This design comes from an exercise in tuning for small area on the open sky130 flow, not from production work.
Only simulation tests tie the RTL to the original design; equivalence was not proved.
Power figures rest on the tool's default switching activity, not on a simulated workload.

**design.v**
```verilog
package dmem_pkg;
   typedef enum logic [0:0] {
      ST_CLEAR = 1'b0,
      ST_RUN   = 1'b1
   } state_e;
   localparam int DEF_DATA_WIDTH = 16;
   localparam int DEF_ADDR_WIDTH = 8;
   localparam int LANES          = DEF_DATA_WIDTH / 8;
   function automatic logic even_par8(input logic [7:0] byte_i);
      even_par8 = ^byte_i;
   endfunction
endpackage
module dmem_ram_array
#(
   parameter int DATA_WIDTH = dmem_pkg::DEF_DATA_WIDTH,
   parameter int ADDR_WIDTH = dmem_pkg::DEF_ADDR_WIDTH,
   parameter int DEPTH      = 256
) (
   input  logic                    clk,
   input  logic                    rst,
   input  logic                    we_i,
   input  logic [ADDR_WIDTH-1:0]   waddr_i,
   input  logic [DATA_WIDTH-1:0]   wdata_i,
   input  logic [DATA_WIDTH/8-1:0] wbe_i,
   input  logic                    re_i,
   input  logic                    rzero_i,
   input  logic [ADDR_WIDTH-1:0]   raddr_i,
   output logic [DATA_WIDTH-1:0]   rdata_o,
   output logic                    rperr_o
);
   localparam int LN = DATA_WIDTH / 8;
   logic [DATA_WIDTH-1:0] mem_q [DEPTH];
   logic [DATA_WIDTH-1:0] rdata_q;
   always_ff @(posedge clk) begin
      for (int i = 0; i < LN; i++) begin
         if (we_i && wbe_i[i]) begin
            mem_q[waddr_i][8*i +: 8] <= wdata_i[8*i +: 8];
         end
      end
   end
   always_ff @(posedge clk or posedge rst) begin
      if (rst) begin
         rdata_q <= '0;
      end else if (re_i) begin
         rdata_q <= rzero_i ? '0 : mem_q[raddr_i];
      end else begin
         rdata_q <= rdata_q;
      end
   end
   assign rdata_o = rdata_q;
   assign rperr_o = 1'b0;
endmodule
module data_mem_ctrl
#(
   parameter int DATA_WIDTH = dmem_pkg::DEF_DATA_WIDTH,
   parameter int ADDR_WIDTH = dmem_pkg::DEF_ADDR_WIDTH,
   parameter int DEPTH      = 200
) (
   input  logic                    clk,
   input  logic                    rst,
   input  logic                    req_valid,
   output logic                    req_ready,
   input  logic                    req_we,
   input  logic [ADDR_WIDTH-1:0]   req_addr,
   input  logic [DATA_WIDTH-1:0]   req_wdata,
   input  logic [DATA_WIDTH/8-1:0] req_be,
   output logic                    rsp_valid,
   output logic [DATA_WIDTH-1:0]   rsp_rdata,
   output logic                    rsp_err,
   output logic                    init_done,
   output logic                    rsp_perr
);
   localparam int LN = DATA_WIDTH / 8;
   localparam logic [ADDR_WIDTH:0] DEPTH_W = (ADDR_WIDTH + 1)'(DEPTH);
   localparam logic [ADDR_WIDTH:0] LAST_W  = (ADDR_WIDTH + 1)'(DEPTH - 1);
   localparam logic [ADDR_WIDTH:0] ONE_W   = (ADDR_WIDTH + 1)'(1);
   dmem_pkg::state_e                state_q;
   logic [ADDR_WIDTH:0]   clr_cnt_q;
   logic                  req_ready_q;
   logic                  init_done_q;
   logic                  rsp_valid_q;
   logic                  rsp_err_q;
   logic                  accept_s;
   logic                  oor_s;
   logic                  ram_we_s;
   logic [ADDR_WIDTH-1:0] ram_waddr_s;
   logic [DATA_WIDTH-1:0] ram_wdata_s;
   logic [LN-1:0]         ram_wbe_s;
   logic                  ram_re_s;
   logic [DATA_WIDTH-1:0] ram_rdata_s;
   logic                  ram_rperr_s;
   always_comb begin
      accept_s    = req_valid && req_ready_q;
      oor_s       = ({1'b0, req_addr} >= DEPTH_W);
      ram_re_s    = accept_s && !req_we;
      ram_we_s    = 1'b0;
      ram_waddr_s = '0;
      ram_wdata_s = '0;
      ram_wbe_s   = '0;
      if (state_q == dmem_pkg::ST_CLEAR) begin
         ram_we_s    = 1'b1;
         ram_waddr_s = clr_cnt_q[ADDR_WIDTH-1:0];
         ram_wdata_s = '0;
         ram_wbe_s   = '1;
      end else begin
         ram_we_s    = accept_s && req_we && !oor_s;
         ram_waddr_s = req_addr;
         ram_wdata_s = req_wdata;
         ram_wbe_s   = req_be;
      end
   end
   always_ff @(posedge clk or posedge rst) begin
      if (rst) begin
         state_q     <= dmem_pkg::ST_CLEAR;
         clr_cnt_q   <= '0;
         req_ready_q <= 1'b0;
         init_done_q <= 1'b0;
         rsp_valid_q <= 1'b0;
         rsp_err_q   <= 1'b0;
      end else begin
         rsp_valid_q <= accept_s && !req_we;
         rsp_err_q   <= accept_s && oor_s;
         case (state_q)
            dmem_pkg::ST_CLEAR: begin
               clr_cnt_q <= clr_cnt_q + ONE_W;
               if (clr_cnt_q == LAST_W) begin
                  state_q     <= dmem_pkg::ST_RUN;
                  req_ready_q <= 1'b1;
                  init_done_q <= 1'b1;
               end else begin
                  state_q     <= dmem_pkg::ST_CLEAR;
                  req_ready_q <= 1'b0;
                  init_done_q <= 1'b0;
               end
            end
            dmem_pkg::ST_RUN: begin
               state_q     <= dmem_pkg::ST_RUN;
               req_ready_q <= 1'b1;
               init_done_q <= 1'b1;
            end
            default: begin
               state_q     <= dmem_pkg::ST_CLEAR;
               clr_cnt_q   <= '0;
               req_ready_q <= 1'b0;
               init_done_q <= 1'b0;
            end
         endcase
      end
   end
   dmem_ram_array #(
      .DATA_WIDTH (DATA_WIDTH),
      .ADDR_WIDTH (ADDR_WIDTH),
      .DEPTH      (DEPTH)
   ) u_ram (
      .clk     (clk),
      .rst     (rst),
      .we_i    (ram_we_s),
      .waddr_i (ram_waddr_s),
      .wdata_i (ram_wdata_s),
      .wbe_i   (ram_wbe_s),
      .re_i    (ram_re_s),
      .rzero_i (oor_s),
      .raddr_i (req_addr),
      .rdata_o (ram_rdata_s),
      .rperr_o (ram_rperr_s)
   );
   assign req_ready = req_ready_q;
   assign init_done = init_done_q;
   assign rsp_valid = rsp_valid_q;
   assign rsp_err   = rsp_err_q;
   assign rsp_rdata = ram_rdata_s;
   assign rsp_perr  = ram_rperr_s;
endmodule
```
**run.sh**
```bash
#!/bin/bash
# synth_recipe.tcl (not shown) runs the flow's synth.tcl, then flattens the netlist and writes it again
# the make line also repeats each setting of config.mk as NAME=value (left out here)
make -C /OpenROAD-flow-scripts/flow DESIGN_CONFIG=/design/flow/config.mk WORK_HOME=/design/flow/orfs CLKGATE_MAP_FILE= SYNTH_SCRIPT=/design/flow/synth_recipe.tcl finish
```
**config.mk**
```make
export PLATFORM = sky130hd
export DESIGN_NAME = data_mem_ctrl
export DESIGN_NICKNAME = data_mem_ctrl
export VERILOG_FILES = /design/flow/design.v
export SDC_FILE = /design/flow/constraint.sdc
export NUM_CORES = 4
export LEC_CHECK = 0
export CAP_MARGIN = 20
export CORE_MARGIN = 2
export CORE_UTILIZATION = 40
export SLEW_MARGIN = 20
```
**constraint.sdc**
```tcl
create_clock -name core_clock -period 6.0 [get_ports {clk}]
set_input_delay 1.2000 -clock core_clock [delete_from_list [all_inputs] [get_ports {clk}]]
set_output_delay 1.2000 -clock core_clock [all_outputs]
set_load 0.01 [all_outputs]
```
==> results.txt <==
power breakdown:
part	leakage [nW]	internal, mW	switching, mW
Sequential	22.8	24.4	0
Combinational	8.13	0.396	0.742
Clock	5.19	11.8	8.73
kinds of logic after synthesis:
family | synth area share, %
buffers and inverters | 1.53
AOI/OAI and AO/OA | 1.87
and+or+nand+nor | 2.21
xor gates and xnor gates | 0.0560
DFF | 77.3
other | 0.00300
adders and majority gates | 0.00999
muxes | 17.0
synth_stat cells (3+ instances only):
master / n
sky130_fd_sc_hd__clkbuf_1: 131
sky130_fd_sc_hd__edfxtp_1: 3200
sky130_fd_sc_hd__and2_1: 21
sky130_fd_sc_hd__and3_1: 6
sky130_fd_sc_hd__o22ai_1: 8
sky130_fd_sc_hd__a22o_1: 13
sky130_fd_sc_hd__a221oi_1: 51
sky130_fd_sc_hd__or2_2: 3
sky130_fd_sc_hd__mux4_2: 862
sky130_fd_sc_hd__o31ai_1: 9
sky130_fd_sc_hd__nand2b_1: 7
sky130_fd_sc_hd__a31oi_1: 9
sky130_fd_sc_hd__o21ai_1: 4
sky130_fd_sc_hd__dfrtp_1: 28
sky130_fd_sc_hd__or3_1: 4
sky130_fd_sc_hd__a2111oi_1: 3
sky130_fd_sc_hd__nor3_1: 11
sky130_fd_sc_hd__nand4_1: 7
sky130_fd_sc_hd__buf_2: 96
sky130_fd_sc_hd__o221ai_1: 23
sky130_fd_sc_hd__o21ai_0: 38
sky130_fd_sc_hd__o211ai_1: 11
sky130_fd_sc_hd__inv_1: 10
sky130_fd_sc_hd__mux2_2: 11
sky130_fd_sc_hd__a32o_1: 3
sky130_fd_sc_hd__nand2_1: 127
sky130_fd_sc_hd__mux2i_1: 176
sky130_fd_sc_hd__nor2_1: 446
sky130_fd_sc_hd__a21oi_1: 51
sky130_fd_sc_hd__nand3_1: 37
sky130_fd_sc_hd__buf_6: 44
sky130_fd_sc_hd__nor2b_1: 5
sky130_fd_sc_hd__buf_1: 36
sky130_fd_sc_hd__xnor2_1: 6
sky130_fd_sc_hd__buf_4: 29
sky130_fd_sc_hd__a211oi_1: 13
sky130_fd_sc_hd__a22oi_1: 58
sky130_fd_sc_hd__a221o_1: 11
placed cells by master (no fill, tap or decap), drive strengths merged, types with 21 or more instances in the layout:
cell	Yosys	routed
a21oi	51	51
a221oi	52	52
a22oi	58	58
and2	21	21
buf	208	198
bufinv	0	36
clkbuf	131	394
clkdlybuf4s50	0	42
clkinv	1	133
dfrtp	28	28
edfxtp	3200	3200
inv	11	32
mux2i	176	176
mux4	862	862
nand2	127	127
nand3	37	37
nor2	446	446
o21ai	42	42
o221ai	23	23
layer usage:
layer,vias to the layer above,GRT usage [%],share of wire [%]
met5,-,0,0.011
met4,6,8.51,4.4
met3,616,4.23,9.1
met2,3313,33.4,47
met1,33200,30.0,40
li1,24300,-,-
sequential cells by signal, indices dropped and copies added (netlist names):
name / flops
rsp_valid_q: 1
u_ram.mem_q: 3200
u_ram.rdata_q: 16
clr_cnt_q: 9
req_ready_q: 1
rsp_err_q: 1
stage by stage:
step           hold slack (ns)  instances  utilization (%)  instance area, µm²
3_5_place_dp             0.462       9678             42.1              131000
4_1_cts                  0.478      10300             45.5              142000
5_1_grt                  0.500      10300             45.6              142000
3_3_place_gp             0.466       9677             42.1              131000
6_report                 0.482      10300             45.6              142000
2_1_floorplan            0.437       5639                -              125000
area by class of cell:
cell class                      count  area share, %
Clock inverter                    202           1.50
Sequential cell                  3228           68.2
Timing Repair Buffer              240           1.79
Inverter                           12         0.0414
Tap cell                         4140           3.65
Antenna cell                        7         0.0123
Multi-Input combinational cell   2060           18.8
Clock buffer                      394           6.02
how the worst max path moves through the flow:
stage | cells after the start | to | start | slack (ns)
detailed placement | 8 | u_ram.mem_q[106][2] | req_addr[4] | 0.40
global route | 4 | u_ram.mem_q[71][10] | req_ready_q | 1.26
global placement | 6 | u_ram.mem_q[25][4] | req_addr[4] | 0.46
CTS | 8 | u_ram.mem_q[106][2] | req_addr[4] | 1.33
floorplan | 1 | u_ram.mem_q[0][0] | req_wdata[0] | 1.54
finish | 4 | u_ram.mem_q[71][10] | req_ready_q | 1.24
worst max-delay path, delay by kind of cell, from the launching register on:
kind / cells / cell delay (ns)
and+or+nand+nor: 2 / 1.75
AOI/OAI and AO/OA: 1 / 1.13
buffers and inverters: 1 / 0.54
DFF: 1 / 0.89
==> results.txt <==
Outcome:
- The run finished with no timing, DRC or antenna violations.

Detailed routing:
- The detail route stage leaves a number of antenna-violating nets equal to 0.
- The average wire per standard cell is 33.5 µm.
- The via-per-instance ratio is 5.97.
- The first routing iteration left 8,104 violations.
- The final route contains 61,400 vias.
- The number of remaining DRC errors is 0.
- For this run, the detailed router's first-pass iteration total came to 6.
- The routed design has 345 mm of wire.

Job:
- The reported max-cap violation count is 0.

Min path:
- The startpoint identified for the worst hold timing path is clr_cnt_q[8].
- The kind of path behind the tightest hold check is reg2reg.
- The worst hold path stage count is 1.
- The worst hold path endpoint is clr_cnt_q[8].

Timing:
- The hold violation total from the final report is 0.
- In this run the tightest slew margin relative to its limit is 13.0%.
- The final critical path time including I/O delays and setup is 4.76 ns.
- Setup slack closes at 1.24 ns.
- The clock arrives with 0.0612 ns of skew.
- Setup repair after global routing left no endpoint under its margin.
- At the pin with the least slew margin, the transition time is 1.30 ns.
- The total negative slack is 0 ns.
- Timing would allow up to 210 MHz.
- The max-slew violation count is 0.
- The final critical-path share of the clock period is 79.3%.
- The final setup violation count is 0.

Global route:
- The initial antenna violation count is 13.
- The global-route usage over all layers is 21.5%.
- The global-route wire length before repair is 483 mm.
- Entering global routing, the biggest net connects 201 pins.
- The total overflow left after global routing is 0.
- The number of global-route vias before repair was 60,300.

Logic synthesis:
- When the netlist entered floorplanning its net count stood at 5,670.
- After synthesis, the netlist uses 64 different library cells.
- The largest area contributor in the netlist is sky130_fd_sc_hd__edfxtp_1.
- For this run, the number of Yosys warnings is 2.
- Synthesis produced a netlist whose cell count is 5,639.
- The number of register bits inferred by synthesis is 3,228.
- For this run, asynchronously set or reset flops after synthesis account for 0.867%.
- The average instance in the mapped netlist occupies 22.2 µm².
- The dominant synthesized flop cell is sky130_fd_sc_hd__edfxtp_1.
- Yosys mapped a number of flops with a built-in enable equal to 3,200.
- The sequential area share after synthesis is 77.3%.
- Ranked by total cell area, the synthesized netlist is headed by sky130_fd_sc_hd__edfxtp_1 77%, sky130_fd_sc_hd__mux4_2 16%, sky130_fd_sc_hd__mux2i_1 1.4%, sky130_fd_sc_hd__nor2_1 1.3%, sky130_fd_sc_hd__dfrtp_1 0.56%.
- Summed over its instances, the top area cell type makes up 76.7% of the synthesized netlist area.
- The post-synthesis instance area is 125,000 µm².

Cells and area:
- Summing all flip-flop and latch instances after layout gives 96,800 µm².
- Cells with a size suffix above 1 make up 26.0% of the layout.
- The area added between synthesis and finish is 13.4%.
- The area occupied by multi-input gates is 26,700 µm².
- The fill cell instance count of the final layout is 25,600.
- At the end of the flow, the number of nets in the layout was 5,902.

Power and ir drop:
- The design draws 46.0 mW.
- The worst supply voltage drop on vdd is 0.264 mV.
- The analysis attributes to cell leakage a power of 36.2 nW.
- Dividing total power by cell area gives a power density of 324 nW/µm².

Clock tree:
- After clock tree synthesis, the setup repair step added 0 buffers.
- The buffer type at the clock tree root is sky130_fd_sc_hd__clkbuf_16.
- Counting along the longest clock path gives a buffer depth of 4.
- Hold repair after CTS inserted 0 buffers.
- Gates resized during post-CTS repair numbered 0.
- Counting every sink on the clock net gives 3,228.
- In this run the number of H-tree levels came out at 5.
- The number of buffers added by the clock tree synthesis step is 329.
- The TritonCTS clock tree is built.
- After clock tree synthesis, the clock-pin slew on the worst setup and hold paths is 0.06 ns.
- The clock latency at the later pin of the worst-skew pair is 0.90 ns.

Setup path:
- The number of cells on the worst reg-to-reg path is 4.
- For this run, the slowest stage of the critical path takes 1.13 ns.
- The cell with the biggest individual delay on the critical path is sky130_fd_sc_hd__o21ai_1.
- The required time of the critical path is 6.48 ns.
- STA classifies the critical path startpoint as a flip-flop.
- The worst reg2reg path endpoint is u_ram.mem_q[71][10].
- The maximum fanout encountered on the critical timing path is 28.
- Data on the critical path arrives at its endpoint at 5.24 ns.
- The signal on the critical path passes through inv_1 -> o21ai_1 -> nand2_1 -> nor2_1.
- The kind of end point of the critical path is a flip-flop.
- The class of the most critical setup path is reg2reg.
- Across all register-to-register paths, the minimum setup slack is 1.24 ns.
- In this run the critical register-to-register path is launched from req_ready_q.

Floorplan:
- Row generation in the floorplan step produced 205 rows.
- The die area is 317,000 µm².
- During I/O placement, the number of pins put on the boundary was 51.
- The effective utilization at floorplan is 40.2%.
- The floorplan step set the die height to 563 µm.
- The standard cell core area is 312,000 µm².
- The chip width is 563 µm.

Place:
- At the end of routability-driven placement, the weighted congestion stood at 0.919.
- The worst slack after detailed placement is 0.403 ns.
- The half-perimeter wire length after placement is 206 mm.
- The number of buffers inserted by port buffering is 49.

## afterwards: timing with drivers on the ports
Ports are ideal in the flow. The routed layout listed here was re-timed in OpenROAD. Step 1 sets driving cells, clkbuf_16 on the clock port and buf_2 on the other inputs (assumed; they add their load-dependent delay and slew). Step 2 adds t to the input delays and takes it off the output delays; t is the mean of the earliest and latest rising clock arrival at the registers after step 1. Input paths then give back, and output paths get back, about the clock's delay inside the block. Three values: ideal, step 1, step 2; two values: the first two.
t, ns: 0.963
setup slack, ns: 1.242 / 1.242 / 0.479
latest minus earliest clock arrival (ns): 0.063 / 0.063
slew at the worst register clock pin (ns): 0.07 / 0.07
After both steps setup and hold are still met in this run. The setup slack of this run moves by 0.000 ns with the drivers and by -0.763 ns with both steps.
